Background: an optimization exercise with open tools, aiming at a short achievable clock period and few clock cycles per item. Do not read the settings as production practice.
At most, simulation tests tie the RTL to the original design; equivalence was not proved.
Function not checked in runs 1 to 3: the RTL went through the layout flow alone.
Power is estimated from default activity; no workload was simulated.

`design/flow/design.v`:
```
package dnsr_pkg;
    localparam int ID_W    = 16;
    localparam int ADDR_W  = 32;
    localparam int PORT_W  = 16;
    localparam int TIME_W  = 32;
    localparam int AGE_W   = 16;
    localparam int LIMIT_W = 4;
    localparam int REM_W   = 4;
    localparam int unsigned AGE_SCALE_MS = 1000;
    localparam logic [AGE_W-1:0]   AGE_RESET   = 16'd60;
    localparam logic [LIMIT_W-1:0] LIMIT_RESET = 4'd5;
    localparam logic REG_AGE_SECONDS = 1'b0;
    localparam logic REG_KEEP_LIMIT  = 1'b1;
    typedef enum logic [1:0] {
        CMD_ADD   = 2'd0,
        CMD_FIND  = 2'd1,
        CMD_SWEEP = 2'd2
    } cmd_t;
    typedef enum logic [2:0] {
        STAT_ADDED      = 3'd0,
        STAT_RETRANS    = 3'd1,
        STAT_REPLY_HIT  = 3'd2,
        STAT_REPLY_MISS = 3'd3,
        STAT_SWEEP_DONE = 3'd4
    } status_t;
    typedef enum logic [1:0] {
        S_IDLE,
        S_SCAN,
        S_WRITE,
        S_DONE
    } state_t;
    typedef struct packed {
        logic [ID_W-1:0]   local_id;
        logic [ID_W-1:0]   client_id;
        logic [ADDR_W-1:0] addr;
        logic [PORT_W-1:0] port;
        logic [TIME_W-1:0] stamp;
    } entry_t;
endpackage
module dns_relay_query_id_table_unit #(
    parameter int TABLE_DEPTH = 8
) (
    input  logic        aclk,
    input  logic        aresetn,
    input  logic        s_tvalid,
    output logic        s_tready,
    input  logic [95:0] s_tdata,
    input  logic [1:0]  s_tuser,
    output logic        m_tvalid,
    input  logic        m_tready,
    output logic [71:0] m_tdata,
    output logic [2:0]  m_tuser,
    input  logic        cfg_wr_en,
    input  logic        cfg_index,
    input  logic [15:0] cfg_wdata
);
    localparam int N      = TABLE_DEPTH;
    localparam int IDX_W  = $clog2(N);
    localparam int LIM_W  = dnsr_pkg::LIMIT_W;
    localparam int RM_W   = dnsr_pkg::REM_W;
    localparam int CAP    = 6;
    localparam int OBUF_N = CAP - 1;
    localparam int OB_W   = $clog2(OBUF_N);
    localparam int RES_W  = 3 + RM_W + 16 + 32 + 16;
    function automatic logic [IDX_W:0] therm_count(input logic [N-1:0] t);
        logic [IDX_W:0] c;
        c = '0;
        for (int n = 0; n < N; n++) begin
            if (t[n] && ((n == N - 1) || !t[n+1])) begin
                c = c | (IDX_W+1)'(n + 1);
            end
        end
        therm_count = c;
    endfunction
    localparam logic [31:0] NEG_AGE_RESET = 32'(0) - 32'(dnsr_pkg::AGE_RESET) *
                                            32'(dnsr_pkg::AGE_SCALE_MS);
    logic [31:0]  nage_s, nage_c;
    logic [N-1:0] keep_t;           
    logic [31:0]  w_na, w_a4, w_a3;
    assign w_na = ~(32'(cfg_wdata) << 10);
    assign w_a4 = 32'(cfg_wdata) << 4;
    assign w_a3 = 32'(cfg_wdata) << 3;
    always_ff @(posedge aclk) begin
        if (!aresetn) begin
            nage_s <= NEG_AGE_RESET;
            nage_c <= '0;
            for (int n = 0; n < N; n++) begin
                keep_t[n] <= LIM_W'(n) < dnsr_pkg::LIMIT_RESET;
            end
        end else if (cfg_wr_en) begin
            unique case (cfg_index)
                dnsr_pkg::REG_AGE_SECONDS: begin
                    nage_s <= w_na ^ w_a4 ^ w_a3;
                    nage_c <= {((w_na[30:0] & w_a4[30:0]) | (w_na[30:0] & w_a3[30:0]) |
                                (w_a4[30:0] & w_a3[30:0])), 1'b1};
                end
                dnsr_pkg::REG_KEEP_LIMIT: begin
                    for (int n = 0; n < N; n++) begin
                        keep_t[n] <= (LIM_W+1)'(n) < {1'b0, cfg_wdata[LIM_W-1:0]};
                    end
                end
            endcase
        end
    end
    logic           rdy_reg;
    logic [CAP-1:0] owed_t;        
    logic           in_res;
    logic           out_take;
    assign s_tready = rdy_reg;
    assign in_res   = s_tvalid && rdy_reg && (s_tuser != 2'd3);
    logic        a_vld;
    logic [1:0]  a_cmd;
    logic [15:0] a_qid;
    logic [31:0] a_addr;
    logic [15:0] a_port;
    logic [31:0] a_now;
    logic [31:0] a_cs, a_cc;      
    logic [31:0] in_now;
    assign in_now = s_tdata[95:64];
    always_ff @(posedge aclk) begin
        if (!aresetn) begin
            a_vld <= 1'b0;
        end else begin
            a_vld <= in_res;
        end
        a_cmd  <= s_tuser;
        a_qid  <= s_tdata[15:0];
        a_addr <= s_tdata[47:16];
        a_port <= s_tdata[63:48];
        a_now  <= in_now;
        a_cs   <= in_now ^ nage_s ^ nage_c;
        a_cc   <= {((in_now[30:0] & nage_s[30:0]) | (in_now[30:0] & nage_c[30:0]) |
                    (nage_s[30:0] & nage_c[30:0])), 1'b0};
    end
    logic        b_vld;
    logic [1:0]  b_cmd;
    logic [15:0] b_qid;
    logic [31:0] b_addr;
    logic [15:0] b_port;
    logic [31:0] b_now;
    logic [31:0] b_cutoff;
    always_ff @(posedge aclk) begin
        if (!aresetn) begin
            b_vld <= 1'b0;
        end else begin
            b_vld <= a_vld;
        end
        b_cmd    <= a_cmd;
        b_qid    <= a_qid;
        b_addr   <= a_addr;
        b_port   <= a_port;
        b_now    <= a_now;
        b_cutoff <= a_cs + a_cc;
    end
    localparam int NP = N + 1;
    logic [15:0] t_cid   [NP];
    logic [31:0] t_addr  [NP];
    logic [15:0] t_port  [NP];
    logic [31:0] t_stamp [NP];
    logic [N-1:0] fill_t;       
    logic         p_head;       
    logic [15:0]  nid_reg;      
    logic [15:0]  nid_p1_reg;   
    logic [15:0]  nid_m1_reg;   
    logic         last_add;     
    logic         last_shift;   
    logic         last_ins;     
    logic [NP-1:0] b_cid_m, b_lt;
    logic [15:0]   b_ldiff;
    logic [N-1:0]  b_lid_m;
    always_comb begin
        for (int e = 0; e < NP; e++) begin
            b_cid_m[e] = t_cid[e] == b_qid;
            b_lt[e]    = t_stamp[e] < b_cutoff;
        end
        b_ldiff = nid_m1_reg - b_qid;
        for (int n = 0; n < N; n++) begin
            b_lid_m[n] = b_ldiff == 16'(n);
        end
    end
    logic          c_vld;
    logic [1:0]    c_cmd;
    logic [15:0]   c_qid;
    logic [31:0]   c_addr;
    logic [15:0]   c_port;
    logic [31:0]   c_now;
    logic [NP-1:0] c_cid_m, c_lt;
    logic [N-1:0]  c_lid_m;
    logic          c_cid_f, c_lid_f, c_lt_f;
    always_ff @(posedge aclk) begin
        if (!aresetn) begin
            c_vld <= 1'b0;
        end else begin
            c_vld <= b_vld;
        end
        c_cmd   <= b_cmd;
        c_qid   <= b_qid;
        c_addr  <= b_addr;
        c_port  <= b_port;
        c_now   <= b_now;
        c_cid_m <= b_cid_m;
        c_lt    <= b_lt;
        c_lid_m <= b_lid_m;
        c_cid_f <= c_qid == b_qid;
        c_lid_f <= nid_reg == b_qid;
        c_lt_f  <= c_now < b_cutoff;
    end
    logic          sel_lo, sel_hi, sel_flo, sel_fhi;
    logic [N-1:0]  cid_e, lt_e, lid_e;
    assign sel_lo  = last_add ? (last_shift && !p_head) : p_head;
    assign sel_hi  = !p_head && !(last_add && last_shift);
    assign sel_flo = last_add && last_shift && p_head;
    assign sel_fhi = last_add && !last_shift && p_head;
    function automatic logic [N-1:0] line_up(input logic [NP-1:0] m, input logic f,
                                             input logic s_lo, input logic s_hi,
                                             input logic s_flo, input logic s_fhi);
        line_up = ({N{s_lo}}  & m[N-1:0]) |
                  ({N{s_hi}}  & m[NP-1:1]) |
                  ({N{s_flo}} & {m[N-2:0], f}) |
                  ({N{s_fhi}} & {m[N-1:1], f});
    endfunction
    assign cid_e = line_up(c_cid_m, c_cid_f, sel_lo, sel_hi, sel_flo, sel_fhi);
    assign lt_e  = line_up(c_lt, c_lt_f, sel_lo, sel_hi, sel_flo, sel_fhi);
    assign lid_e = last_ins ? {c_lid_m[N-2:0], c_lid_f} : c_lid_m;
    logic          is_add, is_find, is_sweep;
    logic [N-1:0]  add_hv, find_hv, stay, kept;
    logic          add_hit, find_hit, ins;
    logic [N-1:0]  fill_next;
    logic [N-1:0]  hit_v;
    logic [NP-1:0] hit_p;
    logic [IDX_W-1:0] hit_n;
    assign is_add   = c_vld && (c_cmd == dnsr_pkg::CMD_ADD);
    assign is_find  = c_vld && (c_cmd == dnsr_pkg::CMD_FIND);
    assign is_sweep = c_vld && (c_cmd == dnsr_pkg::CMD_SWEEP);
    assign add_hv   = cid_e & fill_t;
    assign find_hv  = lid_e & fill_t;
    assign add_hit  = |add_hv;
    assign find_hit = |find_hv;
    assign ins      = is_add && !add_hit;
    assign stay = fill_t & ~lt_e & keep_t;
    always_comb begin
        kept[N-1] = stay[N-1];
        for (int n = N - 2; n >= 0; n--) begin
            kept[n] = kept[n+1] | stay[n];
        end
    end
    always_comb begin
        if (ins) begin
            fill_next = {fill_t[N-2:0], 1'b1};
        end else if (is_sweep) begin
            fill_next = kept;
        end else begin
            fill_next = fill_t;
        end
    end
    assign hit_v = add_hv | find_hv;
    assign hit_p = p_head ? {1'b0, hit_v} : {hit_v, 1'b0};
    always_comb begin
        hit_n = '0;
        for (int n = 0; n < N; n++) begin
            if (hit_v[n]) begin
                hit_n = hit_n | IDX_W'(n);
            end
        end
    end
    always_ff @(posedge aclk) begin
        if (!aresetn) begin
            fill_t     <= '0;
            p_head     <= 1'b0;
            nid_reg    <= '0;
            nid_p1_reg <= 16'd1;
            nid_m1_reg <= 16'hffff;
            last_add   <= 1'b0;
            last_shift <= 1'b0;
            last_ins   <= 1'b0;
        end else begin
            fill_t     <= fill_next;
            last_add   <= is_add;
            last_shift <= is_add && p_head;
            last_ins   <= ins;
            if (is_add) begin
                p_head <= !add_hit;
            end
            if (ins) begin
                nid_reg    <= nid_p1_reg;
                nid_p1_reg <= nid_p1_reg + 1'b1;
                nid_m1_reg <= nid_reg;
            end
        end
    end
    always_ff @(posedge aclk) begin
        if (is_add) begin
            t_cid[0]   <= c_qid;
            t_addr[0]  <= c_addr;
            t_port[0]  <= c_port;
            t_stamp[0] <= c_now;
        end
        if (is_add && p_head) begin
            for (int e = 1; e < NP; e++) begin
                t_cid[e]   <= t_cid[e-1];
                t_addr[e]  <= t_addr[e-1];
                t_port[e]  <= t_port[e-1];
                t_stamp[e] <= t_stamp[e-1];
            end
        end
    end
    logic            d_vld;
    logic [2:0]      d_status;
    logic            d_find_hit;
    logic [NP-1:0]   d_hit_p;
    logic [12:0]     d_id_hi, d_id_hi_m1;
    logic [IDX_W-1:0] d_id_lo;
    logic [IDX_W-1:0] d_id_sub;
    logic [N-1:0]    d_rm_a, d_rm_b;
    always_ff @(posedge aclk) begin
        if (!aresetn) begin
            d_vld <= 1'b0;
        end else begin
            d_vld <= c_vld;
        end
        d_find_hit <= is_find && find_hit;
        d_hit_p    <= is_find ? hit_p : '0;
        d_id_sub   <= '0;
        d_rm_a     <= '0;
        d_rm_b     <= '0;
        if (!is_add) begin
            d_id_hi    <= '0;
            d_id_hi_m1 <= '0;
            d_id_lo    <= '0;
        end else if (!add_hit) begin
            d_id_hi    <= nid_reg[15:IDX_W];
            d_id_hi_m1 <= nid_reg[15:IDX_W];
            d_id_lo    <= nid_reg[IDX_W-1:0];
        end else begin
            d_id_hi    <= nid_m1_reg[15:IDX_W];
            d_id_hi_m1 <= nid_m1_reg[15:IDX_W] - 1'b1;
            d_id_lo    <= nid_m1_reg[IDX_W-1:0];
        end
        if (is_add) begin
            if (add_hit) begin
                d_status <= dnsr_pkg::STAT_RETRANS;
                d_id_sub <= hit_n;
            end else begin
                d_status <= dnsr_pkg::STAT_ADDED;
                d_rm_a   <= N'(fill_t[N-1]);
            end
        end else if (is_find) begin
            d_status <= find_hit ? dnsr_pkg::STAT_REPLY_HIT : dnsr_pkg::STAT_REPLY_MISS;
        end else begin
            d_status <= dnsr_pkg::STAT_SWEEP_DONE;
            d_rm_a   <= fill_t;
            d_rm_b   <= kept;
        end
    end
    logic [15:0]     r_cid, r_port, r_id;
    logic [31:0]     r_addr;
    logic [IDX_W:0]  r_lo;
    logic [RM_W-1:0] r_rm;
    logic [RES_W-1:0] d_res;
    always_comb begin
        r_cid  = '0;
        r_addr = '0;
        r_port = '0;
        for (int e = 0; e < NP; e++) begin
            r_cid  = r_cid  | (t_cid[e]  & {16{d_hit_p[e]}});
            r_addr = r_addr | (t_addr[e] & {32{d_hit_p[e]}});
            r_port = r_port | (t_port[e] & {16{d_hit_p[e]}});
        end
        r_lo = {1'b0, d_id_lo} - {1'b0, d_id_sub};
        if (d_find_hit) begin
            r_id = r_cid;
        end else begin
            r_id = {r_lo[IDX_W] ? d_id_hi_m1 : d_id_hi, r_lo[IDX_W-1:0]};
        end
        r_rm = RM_W'(therm_count(d_rm_a)) - RM_W'(therm_count(d_rm_b));
    end
    assign d_res = {d_status, r_rm, r_port, r_addr, r_id};
    logic [RES_W-1:0] ob_mem [OBUF_N];
    logic [OB_W-1:0]  ob_rd, ob_wr;
    logic             ob_any;
    logic [OBUF_N:0]  ob_t;         
    logic             out_vld;
    logic [RES_W-1:0] out_res;
    logic             out_load, ob_pop, ob_push;
    function automatic logic [OB_W-1:0] ob_inc(input logic [OB_W-1:0] p);
        ob_inc = (p == OB_W'(OBUF_N - 1)) ? '0 : p + 1'b1;
    endfunction
    assign ob_any   = ob_t[0];
    assign out_take = out_vld && m_tready;
    assign out_load = !out_vld || m_tready;
    assign ob_pop   = out_load && ob_any;
    assign ob_push  = d_vld && !(out_load && !ob_any);
    always_ff @(posedge aclk) begin
        if (!aresetn) begin
            out_vld <= 1'b0;
            ob_rd   <= '0;
            ob_wr   <= '0;
            ob_t    <= '0;
        end else begin
            if (out_load) begin
                out_vld <= ob_any || d_vld;
            end
            if (ob_pop) begin
                ob_rd <= ob_inc(ob_rd);
            end
            if (ob_push) begin
                ob_wr <= ob_inc(ob_wr);
            end
            if (ob_push && !ob_pop) begin
                ob_t <= {ob_t[OBUF_N-1:0], 1'b1};
            end else if (ob_pop && !ob_push) begin
                ob_t <= {1'b0, ob_t[OBUF_N:1]};
            end
        end
    end
    always_ff @(posedge aclk) begin
        if (out_load) begin
            out_res <= ob_any ? ob_mem[ob_rd] : d_res;
        end
        if (ob_push) begin
            ob_mem[ob_wr] <= d_res;
        end
    end
    logic [CAP-1:0] owed_next;
    always_comb begin
        if (in_res && !out_take) begin
            owed_next = {owed_t[CAP-2:0], 1'b1};
        end else if (out_take && !in_res) begin
            owed_next = {1'b0, owed_t[CAP-1:1]};
        end else begin
            owed_next = owed_t;
        end
    end
    always_ff @(posedge aclk) begin
        if (!aresetn) begin
            owed_t  <= '0;
            rdy_reg <= 1'b1;
        end else begin
            owed_t  <= owed_next;
            rdy_reg <= !owed_next[CAP-1];
        end
    end
    assign m_tvalid = out_vld;
    assign m_tuser  = out_res[RES_W-1 -: 3];
    assign m_tdata  = {4'b0, out_res[RES_W-4:0]};
endmodule
```
`design/flow/run.sh`:
```
#!/bin/bash
# synth_recipe.tcl (not shown) runs the flow's synth.tcl, then flattens the netlist and writes it again
# the make line also repeats each setting of config.mk as NAME=value (left out here)
make -C /OpenROAD-flow-scripts/flow DESIGN_CONFIG=/design/flow/config.mk WORK_HOME=/design/flow/orfs CLKGATE_MAP_FILE= SYNTH_SCRIPT=/design/flow/synth_recipe.tcl finish
```
`design/flow/config.mk`:
```
export PLATFORM = sky130hd
export DESIGN_NAME = dns_relay_query_id_table_unit
export DESIGN_NICKNAME = dns_relay_query_id_table_unit
export VERILOG_FILES = /design/flow/design.v
export SDC_FILE = /design/flow/constraint.sdc
export NUM_CORES = 4
export LEC_CHECK = 0
export ABC_CLOCK_PERIOD_IN_PS = 2500
export CAP_MARGIN = 20
export CORE_MARGIN = 2
export CORE_UTILIZATION = 40
export SETUP_SLACK_MARGIN = 4.8
export SLEW_MARGIN = 20
```
`design/flow/constraint.sdc`:
```
create_clock -name core_clock -period 7.5 [get_ports {aclk}]
set_input_delay 1.5000 -clock core_clock [delete_from_list [all_inputs] [get_ports {aclk}]]
set_output_delay 1.5000 -clock core_clock [all_outputs]
set_load 0.01 [all_outputs]
```
==> out/results.ini, run 1 <==
[finish]
reg_top3 = ob_mem: 355 flops, t_addr: 288 flops, t_stamp: 288 flops
regArea_sq_um = 51000
multiInputGateArea_sq_um = 22100
area_delta_synth_final_pct = 18.1
top_register = ob_mem
nets = 5782
drive_above_1_share_pct = 14.6
fillers = 15615
largest_reg_flops = 355
utilization_pct = 47.5

[drt]
drtAntennaViolNets = 0
drc = 0
routed_via_density = 5.39
wl_per_cell_um = 22.4
wl_um = 175000
vias = 42033
dr.pass1.iters = 6
first_iter_violations = 4033

[placed_design]
gp_congestion = 0.865
detailed_place_hpwl_um = 108000
place_ws_ns = 3.05
portBuffers = 192

[worst_hold_path]
hold_class = reg2reg

[critical_path]
critPathMaxStageDelay_ns = 0.55
end_kind = output pin
arrival_ns = 1.59
path_cells = buf_2
cp_max_fo = 1
required_ns = 6.00
critPathKind = reg2out
cp_top_family = flip-flops
startpoint_type = flop
cpMaxStageDelayCell = edfxtp_1
cp_num_buf_inv = 1

[timing]
period_share_pct = 41.2
tightestPinTransition_ns = 1.06
final-setup-viol-count = 0
slew_headroom_pct = 28.8
maxSlewViolCount = 0
fin_skew_ns = 0.0924
hold_viol_final = 0
setup_ws_ns = 4.41
fmax_mhz = 324
period_needed_ns = 3.09
rsz0062_at_grt = true

[yosys]
syn_avg_cell_area_sq_um = 15.0
ys_warn_count = 7
ys_types = 79
synthCells = 4879
synth_xor_xnor_area_share_pct = 2.84
synthTopCellsByArea = edfxtp_1 53%, dfxtp_1 17%, ha_1 6.6%
synth-simple-area-share_pct = 5.64
synth_top_area_share_pct = 52.8
ys_ff_latch = 1900
synth-main-ff-cell = edfxtp_1
synth-compound-area-share_pct = 8.99
synth_edf_count = 1290
synth_top_family_by_area = compound AO/OA/AOI/OAI gates
netlist_top_cells_count = 1290 x edfxtp_1, 610 x dfxtp_1, 389 x ha_1
synth_top_cell_by_area = edfxtp_1
muxShareOfSynthArea_pct = 3.98
synthAdderAreaFrac_pct = 7.45
post-synth-top-count-cell = edfxtp_1
syn_area_sq_um = 73400
synth-seq-area-share_pct = 69.4
synthArstFlopShare_pct = 0

[clocking]
cts_hold_buf = 0
ctsHtreeMaxLevel = 4
cts_root_buffer = clkbuf_16
cts_max_path_buffers = 3
cts_tree = done
cts_buffers = 189
clk-insertion-delay-late_ns = 0.85
clk_pin_slew_ns = 0.06
cts.sink_count = 1900

[floorplanning]
rows = 157
core-area_sq_um = 183000
start_util_pct = 40.2
die_h_um = 432
io_pins = 197
dieArea_sq_um = 187000
die_width_um = 432

[grt]
grt_max_degree = 166
grt_pass1_wl_um = 262000
grt_usage_pct = 18.4
gr-total-overflow = 0
grt_pass1_vias = 41892
antenna_found_initial = 6

[power_and_ir_drop]
fin_total_pwr_w = 0.0238
power_density_nw_per_um2 = 274
power.leakage_nw = 31.0
ir_drop_v = 0.000240

[job]
cap_violations = 0

[outcome]
outcome = no timing/DRC/antenna violations

[worst paths after layout]
kind                                 start    endpoint  slack (ns)  cells past startpoint
worst min-delay path             b_now[17]   c_now[17]        0.30                      0
worst max register to register    b_qid[2]  c_lid_m[0]        4.56                     11
worst min register to register   b_now[17]   c_now[17]        0.30                      0
worst max-delay path            out_res[5]  m_tdata[5]        4.41                      1
[cells by family (layout without fill, tap and decap cells)]
| family | Yosys count | after routing |
|---|---|---|
| AOI/OAI and AO/OA | 941 | 941 |
| xor gates and xnor gates | 238 | 238 |
| adders and majority gates | 419 | 419 |
| buffers and inverters | 321 | 843 |
| DFF | 1900 | 1900 |
| muxes | 202 | 202 |
| other | 1 | 7 |
| and+or+nand+nor | 857 | 862 |
[metal layers]
layer  routed length, um  global-route usage [%]
met1               72500                    23.9
met2               86300                    31.3
met3                9950                    2.97
met4                6080                    6.57
met5                   0                       0
[power breakdown]
part,internal (W),total [W],leakage (nW),switching (W)
logic,0.00117,0.00266,11.3,0.00149
registers,0.0113,0.0114,16.6,0.000126
clock network,0.00562,0.00971,3.17,0.00408
[layout make-up]
class,instances,share of cell area (%)
Timing Repair Buffer,359,4.16
Multi-Input combinational cell,2666,25.5
Inverter,127,0.610
Clock buffer,274,6.30
Antenna cell,3,0.00866
Tap cell,2385,3.44
Clock inverter,83,1.18
Sequential cell,1900,58.8
[worst reg2reg max path: cells and delay by family (launching register included)]
kind	cells	cell delay (ns)
AND/OR/NAND/NOR	4	1.04
adder cells (fa/ha/maj)	1	0.21
buffers and inverters	3	0.31
flip-flops	1	0.34
AO/OA/AOI/OAI	3	0.85
[through the flow]
step                instance area (sq um)  instances  hold WS, ns  setup TNS (ns)
floorplan                           73600       4882        0.310        -3963.01
detailed placement                  78200       7324        0.312               0
CTS                                 85900       7755        0.299               0
global placement                    78200       7324        0.309               0
finish                              86700       7797        0.297               0
global route                        86700       7797        0.303               0
[layout by cell type (no fill, tap or decap), types with 115 or more instances in the layout]
cell	netlist	layout
a21o_1	133	133
a21oi_1	238	229
clkbuf_16	0	199
clkdlybuf4s50_1	0	117
dfxtp_1	610	577
edfxtp_1	1290	1290
ha_1	389	373
mux2i_1	120	116
nand2_1	144	142
nand4_1	115	115
nor2_1	304	302
xnor2_1	210	208
[repair_timing]
item / in CTS / in global routing
pin swaps: 42 / 34
setup buffers: 60 / 37
resized for setup: 463 / 112
cloned: 14 / 2
endpoints found under the setup margin: 1421 / 440
==> inputs of run 2 (changes only) <==
--- a/design/flow/design.v
+++ b/design/flow/design.v
@@ -162,20 +162,23 @@
     logic [15:0]  nid_reg;      
     logic [15:0]  nid_p1_reg;   
     logic [15:0]  nid_m1_reg;   
+    logic [15-IDX_W:0] hm1_reg;   
     logic         last_add;     
     logic         last_shift;   
     logic         last_ins;     
     logic [NP-1:0] b_cid_m, b_lt;
-    logic [15:0]   b_ldiff;
+    logic          b_hi0, b_hi1;
     logic [N-1:0]  b_lid_m;
     always_comb begin
         for (int e = 0; e < NP; e++) begin
             b_cid_m[e] = t_cid[e] == b_qid;
             b_lt[e]    = t_stamp[e] < b_cutoff;
         end
-        b_ldiff = nid_m1_reg - b_qid;
+        b_hi0 = b_qid[15:IDX_W] == nid_m1_reg[15:IDX_W];
+        b_hi1 = b_qid[15:IDX_W] == hm1_reg;
         for (int n = 0; n < N; n++) begin
-            b_lid_m[n] = b_ldiff == 16'(n);
+            b_lid_m[n] = (b_qid[IDX_W-1:0] == IDX_W'(nid_m1_reg[IDX_W-1:0] - IDX_W'(n))) &&
+                         ((IDX_W+1)'(n) <= {1'b0, nid_m1_reg[IDX_W-1:0]} ? b_hi0 : b_hi1);
         end
     end
     logic          c_vld;
@@ -270,6 +273,7 @@
             nid_reg    <= '0;
             nid_p1_reg <= 16'd1;
             nid_m1_reg <= 16'hffff;
+            hm1_reg    <= {(16-IDX_W){1'b1}} - 1'b1;
             last_add   <= 1'b0;
             last_shift <= 1'b0;
             last_ins   <= 1'b0;
@@ -285,6 +289,7 @@
                 nid_reg    <= nid_p1_reg;
                 nid_p1_reg <= nid_p1_reg + 1'b1;
                 nid_m1_reg <= nid_reg;
+                hm1_reg    <= nid_reg[15:IDX_W] - 1'b1;
             end
         end
     end
@@ -333,7 +338,7 @@
             d_id_lo    <= nid_reg[IDX_W-1:0];
         end else begin
             d_id_hi    <= nid_m1_reg[15:IDX_W];
-            d_id_hi_m1 <= nid_m1_reg[15:IDX_W] - 1'b1;
+            d_id_hi_m1 <= hm1_reg;
             d_id_lo    <= nid_m1_reg[IDX_W-1:0];
         end
         if (is_add) begin
@@ -378,18 +383,18 @@
     logic [RES_W-1:0] ob_mem [OBUF_N];
     logic [OB_W-1:0]  ob_rd, ob_wr;
     logic             ob_any;
-    logic [OBUF_N:0]  ob_t;         
+    logic [OBUF_N-1:0] ob_t;        
     logic             out_vld;
-    logic [RES_W-1:0] out_res;
-    logic             out_load, ob_pop, ob_push;
+    logic [RES_W-1:0] out_res, out_copy, out_new;
+    logic             out_load, out_next;
     function automatic logic [OB_W-1:0] ob_inc(input logic [OB_W-1:0] p);
         ob_inc = (p == OB_W'(OBUF_N - 1)) ? '0 : p + 1'b1;
     endfunction
     assign ob_any   = ob_t[0];
     assign out_take = out_vld && m_tready;
     assign out_load = !out_vld || m_tready;
-    assign ob_pop   = out_load && ob_any;
-    assign ob_push  = d_vld && !(out_load && !ob_any);
+    assign out_next = out_load && (ob_any || d_vld);
+    assign out_new  = ob_any ? ob_mem[ob_rd] : d_res;
     always_ff @(posedge aclk) begin
         if (!aresetn) begin
             out_vld <= 1'b0;
@@ -400,24 +405,25 @@
             if (out_load) begin
                 out_vld <= ob_any || d_vld;
             end
-            if (ob_pop) begin
+            if (out_next) begin
                 ob_rd <= ob_inc(ob_rd);
             end
-            if (ob_push) begin
+            if (d_vld) begin
                 ob_wr <= ob_inc(ob_wr);
             end
-            if (ob_push && !ob_pop) begin
-                ob_t <= {ob_t[OBUF_N-1:0], 1'b1};
-            end else if (ob_pop && !ob_push) begin
-                ob_t <= {1'b0, ob_t[OBUF_N:1]};
+            if (d_vld && !out_next) begin
+                ob_t <= {ob_t[OBUF_N-2:0], 1'b1};
+            end else if (out_next && !d_vld && ob_any) begin
+                ob_t <= {1'b0, ob_t[OBUF_N-1:1]};
             end
         end
     end
     always_ff @(posedge aclk) begin
+        out_res <= out_load ? out_new : out_copy;
         if (out_load) begin
-            out_res <= ob_any ? ob_mem[ob_rd] : d_res;
+            out_copy <= out_new;
         end
-        if (ob_push) begin
+        if (d_vld) begin
             ob_mem[ob_wr] <= d_res;
         end
     end
==> run 2 against run 1 <==
  * Routed wire length decreased by 2.2%
  * Cell count decreased by 0.17%
  * Critical path type unchanged
  * Sequential cell count increased by 12
  * Register-to-register slack improved by 0.24 ns
  * Sequential power about the same
  * Still clean on timing, DRC and antenna
  * Via count decreased by 0.86%
  * Critical endpoint is now m_tdata[67]
  * Clock-buffer cell count decreased by 5
  * Synthesized cell count decreased by 0.16%
  * Die area increased by 0.61%
  * Global-route usage decreased by 0.49 points
  * Clock power increased by 2%
==> out/results.ini, run 2 <==
[outcome]
outcome = no timing/DRC/antenna violations

[yosys]
synth_edf_count = 1290  ; unchanged
synth_top_area_share_pct = 52.4  ; -0.33 points
synthCells = 4871  ; -0.16%
synthTopCellsByArea = edfxtp_1 52%, dfxtp_1 17%, ha_1 6.5%
syn_avg_cell_area_sq_um = 15.2  ; +0.79%
synth-seq-area-share_pct = 69.3  ; -0.10 points
netlist_top_cells_count = 1290 x edfxtp_1, 622 x dfxtp_1, 385 x ha_1
ys_ff_latch = 1912  ; +0.63%
synth-main-ff-cell = edfxtp_1
ys_types = 77  ; -2.5%
synth_top_cell_by_area = edfxtp_1
synthArstFlopShare_pct = 0  ; unchanged
post-synth-top-count-cell = edfxtp_1
ys_warn_count = 7  ; unchanged
syn_area_sq_um = 73900  ; +0.62%

[critical_path]
startpoint_type = flop
critPathKind = reg2out
cpMaxStageDelayCell = edfxtp_1
cp_num_buf_inv = 1  ; unchanged
arrival_ns = 1.60  ; about the same
path_cells = buf_2
required_ns = 6.00  ; about the same
end_kind = output pin
critPathMaxStageDelay_ns = 0.55  ; about the same
cp_max_fo = 1  ; unchanged
cp_top_family = flip-flops

[floorplanning]
die_width_um = 434  ; +0.31%
start_util_pct = 40.3  ; +0.12 points
core-area_sq_um = 183000  ; +0.32%
rows = 157  ; unchanged
io_pins = 197  ; unchanged
dieArea_sq_um = 188000  ; +0.61%
die_h_um = 434  ; +0.31%

[grt]
grt_pass1_vias = 41959  ; +0.16%
antenna_found_initial = 7  ; +1
grt_pass1_wl_um = 257000  ; -1.9%
grt_max_degree = 147  ; -11%
grt_usage_pct = 18.0  ; -0.49 points
gr-total-overflow = 0  ; unchanged

[timing]
hold_ws_ns = 0.317  ; +0.0192 ns
rsz0062_at_grt = true
fin_skew_ns = 0.0627  ; -0.0297 ns
hold_viol_final = 0  ; unchanged
fmax_mhz = 323  ; -0.42%
final-setup-viol-count = 0  ; unchanged
slew_headroom_pct = 33.4  ; +4.6 points
period_share_pct = 41.3  ; +0.18 points
maxSlewViolCount = 0  ; unchanged
period_needed_ns = 3.10  ; +0.0131 ns
tightestPinTransition_ns = 0.997  ; -0.0667 ns

[power_and_ir_drop]
p_int_w = 0.0182  ; +0.72%
switching_power_w = 0.00572  ; +0.35%
power_frac_comb_pct = 10.5  ; -0.7 points
power_density_nw_per_um2 = 278  ; +1.4%
ir_drop_v = 0.000233  ; -2.8%
power.leakage_nw = 31.2  ; +0.66%
fin_total_pwr_w = 0.0239  ; +0.63%
p_clk_share_pct = 41.3  ; +0.5 points
pwr-share-seq_pct = 48.2  ; +0.2 points
sw_frac_of_total_pct = 23.9  ; -0.067 points

[clocking]
cts_root_buffer = clkbuf_16
clk_pin_slew_ns = 0.06  ; about the same
cts.sink_count = 1912  ; +0.63%
cts_buffers = 193  ; +2.1%
cts_hold_buf = 0  ; unchanged
cts_tree = done
cts_max_path_buffers = 3  ; unchanged
clk-insertion-delay-late_ns = 0.84  ; about the same
ctsHtreeMaxLevel = 4  ; unchanged

[drt]
wl_um = 171000  ; -2.2%
first_iter_violations = 3779  ; -6.3%
drtAntennaViolNets = 0  ; unchanged
vias = 41670  ; -0.86%
routed_via_density = 5.35  ; -0.70%
drc = 0  ; unchanged
wl_per_cell_um = 22.0  ; -2.0%
dr.pass1.iters = 6  ; unchanged

[finish]
final_common_cell = edfxtp_1
nets = 5681  ; -1.7%
largest_reg_flops = 355  ; unchanged
top_register = ob_mem
mostFrequentLayoutCells = 1290 x edfxtp_1, 584 x dfxtp_1, 370 x ha_1
utilization_pct = 47.0  ; -0.49 points
area_delta_synth_final_pct = 16.6
reg_top3 = ob_mem: 355 flops, t_addr: 288 flops, t_stamp: 288 flops
drive_above_1_share_pct = 13.8  ; -0.85 points

[placed_design]
portBuffers = 192  ; unchanged
detailed_place_hpwl_um = 106000  ; -1.7%
gp_congestion = 0.859  ; -0.71%

[job]
cap_violations = 0  ; unchanged

[worst_hold_path]
hold_class = reg2reg

run 2: changes by cell type in the layout (fill, tap and decap cells not counted), sizes merged, moves of 19 or more:
| cell | before | now |
|---|---|---|
| o211ai | 33 | 56 |
| nand2 | 145 | 208 |
| buf | 231 | 177 |
| xnor2 | 210 | 232 |
| a21oi | 238 | 199 |
| a21o | 133 | 114 |
| o211a | 7 | 30 |
| nor2 | 305 | 183 |
| a21boi | 1 | 29 |
run 2: metal layers:
layer / up-vias / track usage (%) / part of all wire (%)
met5: - / 0 / 0
met3: 332 / 2.67 / 5.2
met2: 1240 / 30.1 / 49
li1: 19276 / - / -
met4: 0 / 7.18 / 3.7
met1: 20822 / 23.4 / 42
run 2: kinds of logic after synthesis:
kind of cell | Yosys count | synth area share (%)
AO/OA/AOI/OAI | 920 | 8.91
XOR/XNOR | 267 | 3.17
adder cells (fa/ha/maj) | 414 | 7.31
buffers and inverters | 331 | 1.75
flip-flops | 1912 | 69.3
multiplexers | 218 | 4.18
other | 1 | 0.00508
AND/OR/NAND/NOR | 808 | 5.39
run 2: layout make-up:
class / instances / area [sq um]
clock inverter: 95 / 1140
multi-input combinational: 2634 / 22000
tap: 2464 / 3080
antenna: 4 / 10.0
timing repair inverter: 2 / 12.5
timing repair buffer: 298 / 2690
inverter: 106 / 429
clock buffer: 269 / 5520
fill: 15819 / 97200
sequential: 1912 / 51300
run 2: path summary, 6_finish.rpt:
check / slack [ns] / start / endpoint / depth (start not counted)
worst max-delay path: 4.40 / out_copy[67] / m_tdata[67] / 1
worst min-delay path: 0.32 / b_now[27] / c_now[27] / 0
worst max register to register: 4.80 / d_hit_p[1] / out_copy[53] / 5
worst min register to register: 0.32 / b_now[27] / c_now[27] / 0
run 2: stage by stage:
| step | setup TNS [ns] | instances | instance area [sq um] | setup slack [ns] |
|---|---|---|---|---|
| final | 0 | 7784 | 86100 | 4.40 |
| after global routing | 0 | 7783 | 86100 | 4.35 |
| after floorplan | -3888.97 | 4874 | 74000 | -5.06 |
| after global placement | 0 | 7351 | 78500 | 3.81 |
| after CTS | 0 | 7731 | 85300 | 4.30 |
| after detailed placement | 0 | 7351 | 78500 | 3.77 |
run 2: power by group through the flow:
stage               combinational, W  sequential (W)  clock (W)
floorplan                    0.00161          0.0117          0
global placement             0.00224          0.0118          0
detailed placement           0.00231          0.0118          0
CTS                          0.00238          0.0115     0.0101
global route                 0.00287          0.0116     0.0105
finish                       0.00251          0.0115    0.00989
run 2: what timing repair did:
item,in CTS,in global routing
pin swaps,14,27
endpoints found under the setup margin,1161,589
gates cloned,3,5
buffers inserted,13,44
resized for setup,386,107
==> inputs of run 3 (changes only) <==
--- a/design/flow/config.mk
+++ b/design/flow/config.mk
@@ -8,6 +8,8 @@
 export ABC_CLOCK_PERIOD_IN_PS = 2500
 export CAP_MARGIN = 20
 export CORE_MARGIN = 2
-export CORE_UTILIZATION = 40
+export CORE_UTILIZATION = 55
+export CTS_CLUSTER_DIAMETER = 60
+export CTS_CLUSTER_SIZE = 25
 export SETUP_SLACK_MARGIN = 4.8
 export SLEW_MARGIN = 20
==> run 3 against run 2 <==
  * Clock power decreased by 19%
  * Cell count decreased by 10%
  * Power decreased by 7.1%
  * Routed wire length increased by 2.0%
  * Area after synthesis unchanged
  * Via count decreased by 0.26%
  * Largest power group unchanged
  * Setup slack improved by 0.077 ns
  * Still clean
  * Hold slack got worse by 0.011 ns
  * Highest routed layer is now met5
  * Critical path depth unchanged
  * Sequential power about the same
  * Fmax increased by 2.5%
  * Non-clock buffer count decreased by 2
==> out/results.ini, run 3 <==
[critical_path]
cp_top_family = flip-flops
r2r-end = b_cutoff[30]
cp_num_buf_inv = 1  ; unchanged
regToRegSetupSlack_ns = 4.81  ; about the same
setup.worst_path.end = m_tdata[65]
cp_max_fo = 1  ; unchanged
crit_cells = 1  ; unchanged
rr_worst_depth = 10  ; +5
crit_start = out_copy[65]
critPathKind = reg2out
startpoint_type = flop
required_ns = 6.00  ; about the same
end_kind = output pin
arrival_ns = 1.52  ; -0.08 ns
r2r_start = a_cc[17]
cpMaxStageDelayCell = edfxtp_1
path_cells = buf_2
critPathMaxStageDelay_ns = 0.54  ; about the same

[finish]
final_common_cell = edfxtp_1
mostFrequentLayoutCells = 1290 x edfxtp_1, 590 x dfxtp_1, 361 x ha_1
area_delta_synth_final_pct = 13.5
final_area_sq_um = 83800  ; -2.7%
top_register = ob_mem
fillers = 10047  ; -36%
drive_above_1_share_pct = 13.0  ; -0.79 points
reg_top3 = ob_mem: 355 flops, t_addr: 288 flops, t_stamp: 288 flops
stdcell_count = 6970  ; -10%
nets = 5625  ; -0.99%
largest_reg_flops = 355  ; unchanged

[drt]
drtAntennaViolNets = 0  ; unchanged
dr.pass1.iters = 6  ; unchanged
drc = 0  ; unchanged
first_iter_violations = 4029  ; +6.6%
wl_um = 174000  ; +2.0%
wl_per_cell_um = 25.0  ; +14%
routed_via_density = 5.96  ; +11%
vias = 41561  ; -0.26%

[timing]
tightestPinTransition_ns = 1.06  ; +0.0655 ns
rsz0062_at_grt = true
maxSlewViolCount = 0  ; unchanged
finalSetupTns_ns = 0  ; unchanged
slew_headroom_pct = 29.2  ; -4.2 points
fmax_mhz = 331  ; +2.5%
fin_skew_ns = 0.0338  ; -0.0289 ns
period_share_pct = 40.3  ; -1.0 points
hold_viol_final = 0  ; unchanged
final-setup-viol-count = 0  ; unchanged
setup_ws_ns = 4.48  ; +0.0769 ns
period_needed_ns = 3.02  ; -0.0769 ns

[grt]
gr-total-overflow = 0  ; unchanged
grt_usage_pct = 25.2  ; +7.2 points
grt_pass1_wl_um = 259000  ; +0.79%
antenna_found_initial = 8  ; +1
grt_max_degree = 185  ; +26%
grt_pass1_vias = 40985  ; -2.3%

[yosys]
synth_top_area_share_pct = 52.4  ; unchanged
ys_warn_count = 7  ; unchanged
synth-seq-area-share_pct = 69.3  ; unchanged
synthCells = 4871  ; unchanged
synth_top_cell_by_area = edfxtp_1
synth-main-ff-cell = edfxtp_1
post-synth-top-count-cell = edfxtp_1
syn_area_sq_um = 73900  ; unchanged
netlist_top_cells_count = 1290 x edfxtp_1, 622 x dfxtp_1, 385 x ha_1
synth_edf_count = 1290  ; unchanged
syn_avg_cell_area_sq_um = 15.2  ; unchanged
synthArstFlopShare_pct = 0  ; unchanged
synthTopCellsByArea = edfxtp_1 52%, dfxtp_1 17%, ha_1 6.5%
ys_ff_latch = 1912  ; unchanged
ys_types = 77  ; unchanged

[clocking]
cts_buffers = 141  ; -27%
cts_max_path_buffers = 3  ; unchanged
cts.sink_count = 1912  ; unchanged
clk-insertion-delay-late_ns = 0.77  ; -0.07 ns
cts_tree = done
cts_root_buffer = clkbuf_16
clk_pin_slew_ns = 0.09  ; +0.03 ns
ctsHtreeMaxLevel = 4  ; unchanged

[placed_design]
gp_congestion = 0.860  ; +0.13%
placed_cells = 6657  ; -9.4%
portBuffers = 192  ; unchanged
place_ws_ns = 3.48  ; -0.294 ns
dpl_cell_area_sq_um = 77600  ; -1.1%
detailed_place_hpwl_um = 105000  ; -1.0%

[floorplanning]
io_pins = 197  ; unchanged
dieArea_sq_um = 137000  ; -27%
die_h_um = 370  ; -15%
start_util_pct = 55.4  ; +15 points
rows = 134  ; -15%
core-area_sq_um = 133000  ; -27%
die_width_um = 370  ; -15%

[job]
cap_violations = 0  ; unchanged

[power_and_ir_drop]
power.leakage_nw = 30.4  ; -2.7%
ir_drop_v = 0.000255  ; +9.4%
fin_total_pwr_w = 0.0223  ; -7.1%
power_density_nw_per_um2 = 266  ; -4.5%

[worst_hold_path]
hold_class = reg2reg

[outcome]
outcome = no timing/DRC/antenna violations

-- run 3: kinds of logic (layout without fill, tap and decap cells) --
group | after synthesis | in the layout | share of synthesized area (%)
muxes | 218 | 218 | 4.18
AOI/OAI and AO/OA | 920 | 920 | 8.91
xor gates and xnor gates | 267 | 267 | 3.17
other | 1 | 6 | 0.00508
DFF | 1912 | 1912 | 69.3
and+or+nand+nor | 808 | 810 | 5.39
buffers and inverters | 331 | 655 | 1.75
adders and majority gates | 414 | 414 | 7.31
-- run 3: how the worst min path moves through the flow --
stage	startpoint	end	slack (ns)	depth (start not counted)
3_3_place_gp	a_now[19]	b_now[19]	0.31	0
3_5_place_dp	a_qid[8]	b_qid[8]	0.31	0
6_report	b_now[3]	c_now[3]	0.31	0
5_1_grt	b_now[3]	c_now[3]	0.31	0
4_1_cts	b_now[3]	c_now[3]	0.31	0
2_1_floorplan	b_cmd[1]	c_cmd[1]	0.31	0
-- run 3: routing by layer --
layer	global-route usage (%)	vias up	routed length, um
li1	-	19123	-
met1	36.6	20818	77400
met2	39.7	1371	81500
met3	3.99	247	11300
met4	6.77	2	4250
met5	0	-	8
-- run 3: repair_timing --
| action | CTS | global route |
|---|---|---|
| hold endpoints to repair | 0 | 0 |
| buffers inserted | 33 | 18 |
| resized for setup | 462 | 88 |
| pin swaps | 37 | 42 |
| gates cloned | 4 | 4 |
| endpoints found under the setup margin | 889 | 710 |
| hold buffers | 0 | 0 |
-- run 3: final cells by class --
cell class                 instances  area, sq um  share of cell area, %
inverter                         106          423                  0.505
clock buffer                     157         3720                   4.44
clock inverter                    95         1120                   1.34
tap                             1768         2210                   2.64
timing repair inverter             1         7.51                0.00896
timing repair buffer             296         2760                   3.29
multi-input combinational       2633        22300                   26.6
antenna                            2         5.00                0.00597
sequential                      1912        51200                   61.1
-- run 3: power by group --
| part | leakage [nW] | switching, W | internal, W |
|---|---|---|---|
| registers | 16.8 | 0.000157 | 0.0114 |
| clock network | 2.35 | 0.00394 | 0.00407 |
| logic | 11.2 | 0.00155 | 0.00118 |
-- run 3: through the flow --
stage          hold WS [ns]  util, %
6_report              0.306     62.8
3_5_place_dp          0.312     58.2
4_1_cts               0.308     62.3
3_3_place_gp          0.310     58.2
5_1_grt               0.310     62.8
2_1_floorplan         0.309        -
==> inputs of run 4 (changes only) <==
--- a/design/flow/design.v
+++ b/design/flow/design.v
@@ -59,7 +59,7 @@
     localparam int LIM_W  = dnsr_pkg::LIMIT_W;
     localparam int RM_W   = dnsr_pkg::REM_W;
     localparam int CAP    = 6;
-    localparam int OBUF_N = CAP - 1;
+    localparam int OBUF_N = CAP;
     localparam int OB_W   = $clog2(OBUF_N);
     localparam int RES_W  = 3 + RM_W + 16 + 32 + 16;
     function automatic logic [IDX_W:0] therm_count(input logic [N-1:0] t);
@@ -72,6 +72,40 @@
         end
         therm_count = c;
     endfunction
+    function automatic logic [31:0] add32(input logic [31:0] a, input logic [31:0] b);
+        logic [31:0] g, p, gg, pp, gn, pn;
+        g  = a & b;
+        p  = a ^ b;
+        gg = g;
+        pp = p;
+        for (int l = 1; l < 32; l = l * 2) begin
+            gn = gg;
+            pn = pp;
+            for (int i = l; i < 32; i++) begin
+                gn[i] = gg[i] | (pp[i] & gg[i-l]);
+                pn[i] = pp[i] & pp[i-l];
+            end
+            gg = gn;
+            pp = pn;
+        end
+        add32 = p ^ {gg[30:0], 1'b0};
+    endfunction
+    function automatic logic less32(input logic [31:0] a, input logic [31:0] b);
+        logic [31:0] lt, eq, ltn, eqn;
+        lt = ~a & b;
+        eq = ~(a ^ b);
+        for (int w = 32; w > 1; w = w / 2) begin
+            ltn = '0;
+            eqn = '0;
+            for (int i = 0; i < w / 2; i++) begin
+                ltn[i] = lt[2*i+1] | (eq[2*i+1] & lt[2*i]);
+                eqn[i] = eq[2*i+1] & eq[2*i];
+            end
+            lt = ltn;
+            eq = eqn;
+        end
+        less32 = lt[0];
+    endfunction
     localparam logic [31:0] NEG_AGE_RESET = 32'(0) - 32'(dnsr_pkg::AGE_RESET) *
                                             32'(dnsr_pkg::AGE_SCALE_MS);
     logic [31:0]  nage_s, nage_c;
@@ -150,7 +184,7 @@
         b_addr   <= a_addr;
         b_port   <= a_port;
         b_now    <= a_now;
-        b_cutoff <= a_cs + a_cc;
+        b_cutoff <= add32(a_cs, a_cc);
     end
     localparam int NP = N + 1;
     logic [15:0] t_cid   [NP];
@@ -166,13 +200,18 @@
     logic         last_add;     
     logic         last_shift;   
     logic         last_ins;     
+    logic         p_we;         
+    logic         sh_we;        
+    logic         b_is_add;
+    logic         p_head_next;
+    assign b_is_add = b_vld && (b_cmd == dnsr_pkg::CMD_ADD);
     logic [NP-1:0] b_cid_m, b_lt;
     logic          b_hi0, b_hi1;
     logic [N-1:0]  b_lid_m;
     always_comb begin
         for (int e = 0; e < NP; e++) begin
             b_cid_m[e] = t_cid[e] == b_qid;
-            b_lt[e]    = t_stamp[e] < b_cutoff;
+            b_lt[e]    = less32(t_stamp[e], b_cutoff);
         end
         b_hi0 = b_qid[15:IDX_W] == nid_m1_reg[15:IDX_W];
         b_hi1 = b_qid[15:IDX_W] == hm1_reg;
@@ -206,7 +245,7 @@
         c_lid_m <= b_lid_m;
         c_cid_f <= c_qid == b_qid;
         c_lid_f <= nid_reg == b_qid;
-        c_lt_f  <= c_now < b_cutoff;
+        c_lt_f  <= less32(c_now, b_cutoff);
     end
     logic          sel_lo, sel_hi, sel_flo, sel_fhi;
     logic [N-1:0]  cid_e, lt_e, lid_e;
@@ -256,7 +295,7 @@
             fill_next = fill_t;
         end
     end
-    assign hit_v = add_hv | find_hv;
+    assign hit_v = (c_cmd == dnsr_pkg::CMD_FIND) ? find_hv : add_hv;
     assign hit_p = p_head ? {1'b0, hit_v} : {hit_v, 1'b0};
     always_comb begin
         hit_n = '0;
@@ -277,14 +316,16 @@
             last_add   <= 1'b0;
             last_shift <= 1'b0;
             last_ins   <= 1'b0;
+            p_we       <= 1'b0;
+            sh_we      <= 1'b0;
         end else begin
             fill_t     <= fill_next;
             last_add   <= is_add;
             last_shift <= is_add && p_head;
             last_ins   <= ins;
-            if (is_add) begin
-                p_head <= !add_hit;
-            end
+            p_head     <= p_head_next;
+            p_we       <= b_is_add;
+            sh_we      <= b_is_add && p_head_next;
             if (ins) begin
                 nid_reg    <= nid_p1_reg;
                 nid_p1_reg <= nid_p1_reg + 1'b1;
@@ -293,14 +334,15 @@
             end
         end
     end
+    assign p_head_next = is_add ? !add_hit : p_head;
     always_ff @(posedge aclk) begin
-        if (is_add) begin
+        if (p_we) begin
             t_cid[0]   <= c_qid;
             t_addr[0]  <= c_addr;
             t_port[0]  <= c_port;
             t_stamp[0] <= c_now;
         end
-        if (is_add && p_head) begin
+        if (sh_we) begin
             for (int e = 1; e < NP; e++) begin
                 t_cid[e]   <= t_cid[e-1];
                 t_addr[e]  <= t_addr[e-1];
@@ -381,11 +423,11 @@
     end
     assign d_res = {d_status, r_rm, r_port, r_addr, r_id};
     logic [RES_W-1:0] ob_mem [OBUF_N];
-    logic [OB_W-1:0]  ob_rd, ob_wr;
+    logic [OB_W-1:0]  ob_rd, ob_wr, ob_shown;
     logic             ob_any;
     logic [OBUF_N-1:0] ob_t;        
     logic             out_vld;
-    logic [RES_W-1:0] out_res, out_copy, out_new;
+    logic [RES_W-1:0] out_res, out_new;
     logic             out_load, out_next;
     function automatic logic [OB_W-1:0] ob_inc(input logic [OB_W-1:0] p);
         ob_inc = (p == OB_W'(OBUF_N - 1)) ? '0 : p + 1'b1;
@@ -400,13 +442,15 @@
             out_vld <= 1'b0;
             ob_rd   <= '0;
             ob_wr   <= '0;
+            ob_shown <= '0;
             ob_t    <= '0;
         end else begin
             if (out_load) begin
                 out_vld <= ob_any || d_vld;
             end
             if (out_next) begin
-                ob_rd <= ob_inc(ob_rd);
+                ob_rd    <= ob_inc(ob_rd);
+                ob_shown <= ob_rd;
             end
             if (d_vld) begin
                 ob_wr <= ob_inc(ob_wr);
@@ -419,10 +463,7 @@
         end
     end
     always_ff @(posedge aclk) begin
-        out_res <= out_load ? out_new : out_copy;
-        if (out_load) begin
-            out_copy <= out_new;
-        end
+        out_res <= out_load ? out_new : ob_mem[ob_shown];
         if (d_vld) begin
             ob_mem[ob_wr] <= d_res;
         end
==> design/flow/config.mk (replaced) <==
export PLATFORM = sky130hd
export DESIGN_NAME = dns_relay_query_id_table_unit
export DESIGN_NICKNAME = dns_relay_query_id_table_unit
export VERILOG_FILES = /design/flow/design.v
export SDC_FILE = /design/flow/constraint.sdc
export NUM_CORES = 4
export LEC_CHECK = 0
export ABC_CLOCK_PERIOD_IN_PS = 2000
export CAP_MARGIN = 20
export CORE_MARGIN = 2
export CORE_UTILIZATION = 45
export SETUP_SLACK_MARGIN = 4.8
export SLEW_MARGIN = 20
==> run 4 against run 3 <==
  * Cell count is 21% higher
  * Register-to-register slack worse by 0.06 ns
  * Sequential cell count increased by 80
  * Power rose by 10%
  * Hold slack better by 0.0028 ns
  * Clock skew rose by 0.022 ns
  * Fmax is 5.4% higher
  * Critical path type unchanged
  * Critical endpoint is now m_tdata[1]
==> out/results.ini, run 4 <==
[yosys]
ys_types = 70  ; -9.1%
syn_area_sq_um = 80700  ; +9.2%
synth_edf_count = 1290  ; unchanged
synthAdderAreaFrac_pct = 6.63  ; -0.68 points
post-synth-top-count-cell = edfxtp_1
muxShareOfSynthArea_pct = 7.00  ; +2.8 points
synth-simple-area-share_pct = 5.18  ; -0.22 points
synthArstFlopShare_pct = 0  ; unchanged
synth-seq-area-share_pct = 65.5  ; -3.8 points
ys_ff_latch = 1992  ; +4.2%
synthTopCellsByArea = edfxtp_1 48%, dfxtp_1 17%, ha_1 5.9%
synth-compound-area-share_pct = 9.58  ; +0.68 points
synthCells = 5729  ; +18%
syn_avg_cell_area_sq_um = 14.1  ; -7.2%
synth-main-ff-cell = edfxtp_1
netlist_top_cells_count = 1290 x edfxtp_1, 702 x dfxtp_1, 386 x inv_1
ys_warn_count = 7  ; unchanged
synth_top_cell_by_area = edfxtp_1
synth_top_family_by_area = compound AO/OA/AOI/OAI gates
synth_xor_xnor_area_share_pct = 2.89  ; -0.28 points
synth_top_area_share_pct = 48.0  ; -4.4 points

[critical_path]
rr_worst_depth = 3  ; -7
cpMaxStageDelayCell = dfxtp_4
startpoint_type = flop
required_ns = 6.00  ; about the same
critPathKind = reg2out
cp_top_family = flip-flops
cp_max_fo = 1  ; unchanged
end_kind = output pin
critPathMaxStageDelay_ns = 0.41  ; -0.13 ns
cp_num_buf_inv = 1  ; unchanged
crit_cells = 1  ; unchanged
path_cells = buf_6
arrival_ns = 1.37  ; -0.15 ns

[clocking]
clk-insertion-delay-late_ns = 0.85  ; +0.08 ns
cts_root_buffer = clkbuf_16
cts_tree = done
cts_max_path_buffers = 3  ; unchanged
cts.sink_count = 1992  ; +4.2%
ctsHtreeMaxLevel = 4  ; unchanged
clk_pin_slew_ns = 0.06  ; -0.03 ns
cts_hold_buf = 0  ; unchanged
cts_buffers = 199  ; +41%

[finish]
mostFrequentLayoutCells = 1290 x edfxtp_1, 589 x dfxtp_1, 383 x inv_1
area_delta_synth_final_pct = 15.6
final_area_sq_um = 93200  ; +11%
reg_top3 = ob_mem: 426 flops, t_addr: 288 flops, t_stamp: 288 flops
largest_reg_flops = 426  ; +20%
nets = 6465  ; +15%
final_common_cell = edfxtp_1
fillers = 14668  ; +46%
drive_above_1_share_pct = 14.1  ; +1.2 points
top_register = ob_mem
stdcell_count = 8468  ; +21%

[timing]
final-setup-viol-count = 0  ; unchanged
maxSlewViolCount = 0  ; unchanged
hold_viol_final = 0  ; unchanged
finalSetupTns_ns = 0  ; unchanged
period_share_pct = 38.2  ; -2.1 points
setup_ws_ns = 4.63  ; +0.156 ns
fin_skew_ns = 0.0562  ; +0.0223 ns
fmax_mhz = 349  ; +5.4%
slew_headroom_pct = 19.7  ; -9.5 points
period_needed_ns = 2.87  ; -0.156 ns
tightestPinTransition_ns = 1.19  ; +0.132 ns
rsz0062_at_grt = true

[placed_design]
detailed_place_hpwl_um = 119000  ; +13%
placed_cells = 8042  ; +21%
gp_congestion = 0.831  ; -3.4%
place_ws_ns = 2.87  ; -0.606 ns
dpl_cell_area_sq_um = 85000  ; +9.5%
portBuffers = 192  ; unchanged

[job]
cap_violations = 0  ; unchanged

[worst_hold_path]
hold_class = reg2reg
min_path_cells = 0  ; unchanged

[drt]
vias = 47619  ; +15%
dr.pass1.iters = 8  ; +2
first_iter_violations = 4066  ; +0.92%
drtAntennaViolNets = 0  ; unchanged
routed_via_density = 5.62  ; -5.7%
wl_per_cell_um = 22.8  ; -8.9%
wl_um = 193000  ; +11%
drc = 0  ; unchanged

[floorplanning]
start_util_pct = 45.3  ; -10 points
dieArea_sq_um = 183000  ; +33%
die_width_um = 427  ; +15%
rows = 155  ; +16%
io_pins = 197  ; unchanged
die_h_um = 427  ; +15%
core-area_sq_um = 178000  ; +34%

[grt]
grt_usage_pct = 20.9  ; -4.3 points
grt_max_degree = 209  ; +13%
gr-total-overflow = 0  ; unchanged
grt_pass1_vias = 47651  ; +16%
grt_pass1_wl_um = 289000  ; +12%
antenna_found_initial = 5  ; -3

[power_and_ir_drop]
power.leakage_nw = 33.5  ; +10%
power_density_nw_per_um2 = 263  ; -1.0%
fin_total_pwr_w = 0.0245  ; +10%
ir_drop_v = 0.000229  ; -10%

[outcome]
outcome = no timing/DRC/antenna violations

[run 4: cell types whose count changed in the layout (fill, tap and decap cells not counted), sizes merged, moves of 52 or more]
cell    previous run  this run
inv              137       405
a211oi            38       165
mux2i            135       231
clkbuf           161       256
dfxtp            622       702
nor2             183       258
mux4              71       142
a221oi            62         9
o21ai            114       166
[run 4: layout make-up]
| class | count | area, sq um | share of cell area [%] |
|---|---|---|---|
| Antenna cell | 4 | 10.0 | 0.0107 |
| Clock buffer | 254 | 5530 | 5.93 |
| Clock inverter | 121 | 1310 | 1.41 |
| Inverter | 388 | 1460 | 1.57 |
| Multi-Input combinational cell | 3061 | 25900 | 27.8 |
| Sequential cell | 1992 | 53000 | 56.9 |
| Tap cell | 2355 | 2950 | 3.16 |
| Timing Repair Buffer | 293 | 3060 | 3.28 |
[run 4: cells by family (layout without fill, tap and decap cells)]
logic type,after synthesis,count (layout)
flops,1992,1992
compound gates,1112,1112
simple gates,878,884
buf+inv,685,1056
fa+ha+maj,410,410
mux,385,385
xor+xnor,266,266
other cells,1,8
[run 4: where the power goes]
part | total (W) | leakage, nW | internal [W] | switching [W]
Clock | 0.0102 | 3.33 | 0.00586 | 0.00437
Sequential | 0.0122 | 16.7 | 0.0118 | 0.000367
Combinational | 0.00210 | 13.5 | 0.000992 | 0.00111
[run 4: final timing paths]
path	startpoint	endpoint	slack, ns
worst max-delay path	out_res[1]	m_tdata[1]	4.63
worst min-delay path	a_now[11]	b_now[11]	0.31
worst max register to register	b_qid[0]	c_cid_f	4.75
worst min register to register	a_now[11]	b_now[11]	0.31
[run 4: timing repair]
| item | 4_1_cts | 5_1_grt |
|---|---|---|
| gates resized for setup | 568 | 86 |
| endpoints found under the setup margin | 387 | 477 |
| pin swaps | 7 | 22 |
| gates cloned | 8 | 4 |
| buffers inserted | 19 | 16 |
[run 4: per-stage QoR]
stage	utilization (%)	hold slack, ns
after CTS	52.0	0.312
after global placement	47.7	0.310
after detailed placement	47.7	0.312
after global routing	52.3	0.316
final	52.3	0.309
after floorplan	-	0.310
[run 4: per-layer routing]
layer / routed length, um / global-route usage, % / share of wire, %
met1: 82100 / 27.7 / 43
met2: 93400 / 35.0 / 48
met3: 10800 / 2.97 / 5.6
met4: 6630 / 7.48 / 3.4
met5: 0 / 0 / 0
Testbench counts of run 4, summed over its fixed seeds: cycles 2,440, items 2,400.
==> inputs of run 5 (changes only) <==
--- a/design/flow/config.mk
+++ b/design/flow/config.mk
@@ -5,9 +5,11 @@
 export SDC_FILE = /design/flow/constraint.sdc
 export NUM_CORES = 4
 export LEC_CHECK = 0
-export ABC_CLOCK_PERIOD_IN_PS = 2000
+export ABC_CLOCK_PERIOD_IN_PS = 2500
 export CAP_MARGIN = 20
 export CORE_MARGIN = 2
-export CORE_UTILIZATION = 45
+export CORE_UTILIZATION = 75
+export CTS_CLUSTER_DIAMETER = 60
+export CTS_CLUSTER_SIZE = 25
 export SETUP_SLACK_MARGIN = 4.8
 export SLEW_MARGIN = 20
==> run 5 against run 4 <==
  * Clock power down 23%
  * Combinational power up 5%
  * Clock skew down 0.012 ns
  * Sequential cell count unchanged
  * Cell area down 3.8%
  * Clock-buffer cell count down 104
  * Largest cell class unchanged
  * Highest routed layer unchanged
==> out/results.ini, run 5 <==
[clocking]
ctsHtreeMaxLevel = 4  ; unchanged
cts_buffers = 133  ; -33%
clk-insertion-delay-late_ns = 0.79  ; -0.06 ns
cts_tree = done
cts.sink_count = 1992  ; unchanged
cts_hold_buf = 0  ; unchanged
cts_max_path_buffers = 3  ; unchanged
clk_pin_slew_ns = 0.09  ; +0.03 ns
cts_root_buffer = clkbuf_16

[power_and_ir_drop]
p_int_w = 0.0166  ; -11%
fin_total_pwr_w = 0.0223  ; -8.9%
sw_frac_of_total_pct = 25.6  ; +1.7 points
switching_power_w = 0.00571  ; -2.3%
p_clk_share_pct = 35.4  ; -6.4 points
pwr-share-seq_pct = 54.7  ; +5.1 points
power_frac_comb_pct = 9.9  ; +1.3 points
power.leakage_nw = 32.4  ; -3.4%
ir_drop_v = 0.000287  ; +25%
power_density_nw_per_um2 = 249  ; -5.3%

[worst_hold_path]
hold_class = reg2reg

[drt]
vias = 49464  ; +3.9%
routed_via_density = 6.71  ; +19%
first_iter_violations = 6638  ; +63%
drc = 0  ; unchanged
drtAntennaViolNets = 0  ; unchanged
dr.pass1.iters = 6  ; -2
wl_um = 192000  ; -0.40%
wl_per_cell_um = 26.1  ; +14%

[timing]
rsz0062_at_grt = true
period_share_pct = 37.7  ; -0.53 points
final-setup-viol-count = 0  ; unchanged
maxSlewViolCount = 0  ; unchanged
tightestPinTransition_ns = 1.15  ; -0.0476 ns
fin_skew_ns = 0.0441  ; -0.0120 ns
hold_viol_final = 0  ; unchanged
hold_ws_ns = 0.321  ; +0.0126 ns
finalSetupTns_ns = 0  ; unchanged
slew_headroom_pct = 23.5  ; +3.8 points
period_needed_ns = 2.83  ; -0.0400 ns
fmax_mhz = 354  ; +1.4%
setup_ws_ns = 4.67  ; +0.0400 ns

[critical_path]
startpoint_type = flop
required_ns = 6.00  ; about the same
regToRegSetupSlack_ns = 4.83  ; +0.08 ns
critPathKind = reg2out
cp_max_fo = 2  ; +1
end_kind = output pin
arrival_ns = 1.33  ; -0.04 ns

[grt]
met2_usage_pct = 52.7  ; +18 points
grt_usage_pct = 34.6  ; +14 points
met1_usage_pct = 50.7  ; +23 points
antenna_found_initial = 4  ; -1
grt_pass1_vias = 48646  ; +2.1%
gr-total-overflow = 0  ; unchanged
grt_busiest_layer = met2
grt_pass1_wl_um = 289000  ; about the same
grtUsageMet3_pct = 7.42  ; +4.4 points
grt_max_degree = 174  ; -17%

[placed_design]
place_ws_ns = 3.49  ; +0.624 ns
portBuffers = 192  ; unchanged
gp_congestion = 0.901  ; +8.5%
placed_cells = 7091  ; -12%
detailed_place_hpwl_um = 120000  ; +1.1%

[finish]
mostFrequentLayoutCells = 1290 x edfxtp_1, 597 x dfxtp_1, 383 x inv_1
final_common_cell = edfxtp_1
area_delta_synth_final_pct = 11.2
largest_reg_flops = 426  ; unchanged
nets = 6383  ; -1.3%
stdcell_count = 7369  ; -13%
top_register = ob_mem
reg_top3 = ob_mem: 426 flops, t_addr: 288 flops, t_stamp: 288 flops
drive_above_1_share_pct = 12.6  ; -1.5 points

[floorplanning]
die_h_um = 332  ; -22%
rows = 120  ; -23%
dieArea_sq_um = 110000  ; -40%
start_util_pct = 75.4  ; +30 points
io_pins = 197  ; unchanged
core-area_sq_um = 107000  ; -40%
die_width_um = 332  ; -22%

[yosys]
syn_avg_cell_area_sq_um = 14.1  ; unchanged
post-synth-top-count-cell = edfxtp_1
synth_edf_count = 1290  ; unchanged
ys_types = 70  ; unchanged
synthArstFlopShare_pct = 0  ; unchanged
netlist_top_cells_count = 1290 x edfxtp_1, 702 x dfxtp_1, 386 x inv_1
synthTopCellsByArea = edfxtp_1 48%, dfxtp_1 17%, ha_1 5.9%
synth-seq-area-share_pct = 65.5  ; unchanged
ys_warn_count = 7  ; unchanged
syn_area_sq_um = 80700  ; unchanged
ys_ff_latch = 1992  ; unchanged
synth_top_cell_by_area = edfxtp_1
synth_top_area_share_pct = 48.0  ; unchanged
synth-main-ff-cell = edfxtp_1
synthCells = 5729  ; unchanged

[job]
cap_violations = 0  ; unchanged

[outcome]
outcome = no timing/DRC/antenna violations

-- run 5: metrics by stage --
step / cell area (sq um) / util (%)
2_1_floorplan: 80800 / -
6_report: 89700 / 83.9
4_1_cts: 89100 / 83.4
5_1_grt: 89700 / 83.9
3_3_place_gp: 83800 / 78.4
3_5_place_dp: 83800 / 78.4
-- run 5: repair_timing --
action	CTS	global route
gates resized for setup	510	82
setup endpoints to repair	544	446
setup buffers	12	11
pin swaps	9	21
cloned	3	4
-- run 5: area by class of cell --
| type | count | area [sq um] |
|---|---|---|
| flip-flops and latches | 1992 | 53000 |
| multi-input cells | 3058 | 25900 |
| fillers | 5420 | 17200 |
| clock buffers | 150 | 3580 |
| repair buffers | 280 | 2890 |
| well taps | 1403 | 1760 |
| inverters | 388 | 1460 |
| clock inverters | 95 | 1120 |
| diodes | 3 | 7.51 |
-- run 5: power by group through the flow --
stage	logic, W	clock network [W]	registers [W]
2_1_floorplan	0.00145	0	0.0122
3_3_place_gp	0.00194	0	0.0125
3_5_place_dp	0.00207	0	0.0125
4_1_cts	0.00214	0.00796	0.0122
5_1_grt	0.00247	0.00834	0.0123
6_report	0.00220	0.00790	0.0122
-- run 5: worst paths after layout --
kind,endpoint,cells after the start,startpoint
max,m_tvalid,2,out_vld
min,b_now[12],0,a_now[12]
max reg2reg,b_cutoff[29],11,a_cs[1]
min reg2reg,b_now[12],0,a_now[12]
-- run 5: critical path, stage by stage (launching register included) --
cell and delay [ns]:
dfxtp_2 0.32, buf_6 0.13, buf_6 0.12
-- run 5: kinds of logic after synthesis --
family / Yosys count / synth area share (%)
AND/OR/NAND/NOR: 878 / 5.18
multiplexers: 385 / 7.00
AO/OA/AOI/OAI: 1112 / 9.58
other: 1 / 0.00465
buffers and inverters: 685 / 3.25
XOR/XNOR: 266 / 2.89
flip-flops: 1992 / 65.5
adder cells (fa/ha/maj): 410 / 6.63
-- run 5: routing by layer --
layer | part of all wire [%] | vias to the layer above
li1 | - | 21783
met1 | 40 | 24512
met2 | 45 | 2830
met3 | 11 | 339
met4 | 2.8 | 0
met5 | 0 | -

what the ideal ports hide:
No port has a modelled driver above. Below, the same layouts with a new extraction and two added sets of constraints.
Step 1 (the two cells are an assumption about what drives the block):
set clk [get_ports {aclk}]
set_driving_cell -lib_cell sky130_fd_sc_hd__clkbuf_16 $clk
set_driving_cell -lib_cell sky130_fd_sc_hd__buf_2 [delete_from_list [all_inputs] $clk]
Step 2 also shifts input and output timing later by t, the mid clock arrival at the registers, as if the neighbouring blocks saw the same clock.
a / b / c = no drivers / after step 1 / after step 2; a / b = the first two.
run | t (ns) | slack for setup (ns) | worst hold slack (ns) | clock arrival spread, ns | worst slew at a driven data input, ns
run 1 | 0.888 | 4.413 / 4.325 / 3.970 | 0.297 / 0.297 / 0.297 | 0.094 / 0.094 | 0.18
run 2 | 0.896 | 4.400 / 4.318 / 4.146 | 0.317 / 0.317 / 0.317 | 0.068 / 0.068 | 0.15
run 3 | 0.832 | 4.477 / 4.401 / 4.194 | 0.306 / 0.306 / 0.306 | 0.054 / 0.054 | 0.13
run 4 | 0.899 | 4.633 / 4.553 / 4.101 | 0.309 / 0.309 / 0.309 | 0.056 / 0.057 | 0.18
run 5 | 0.847 | 4.673 / 4.596 / 4.112 | 0.321 / 0.321 / 0.321 | 0.046 / 0.046 | 0.11
After both steps every run listed still meets setup and hold. The setup slack of run 5, which loses most, moves by -0.077 ns with the drivers and by -0.561 ns with both steps.
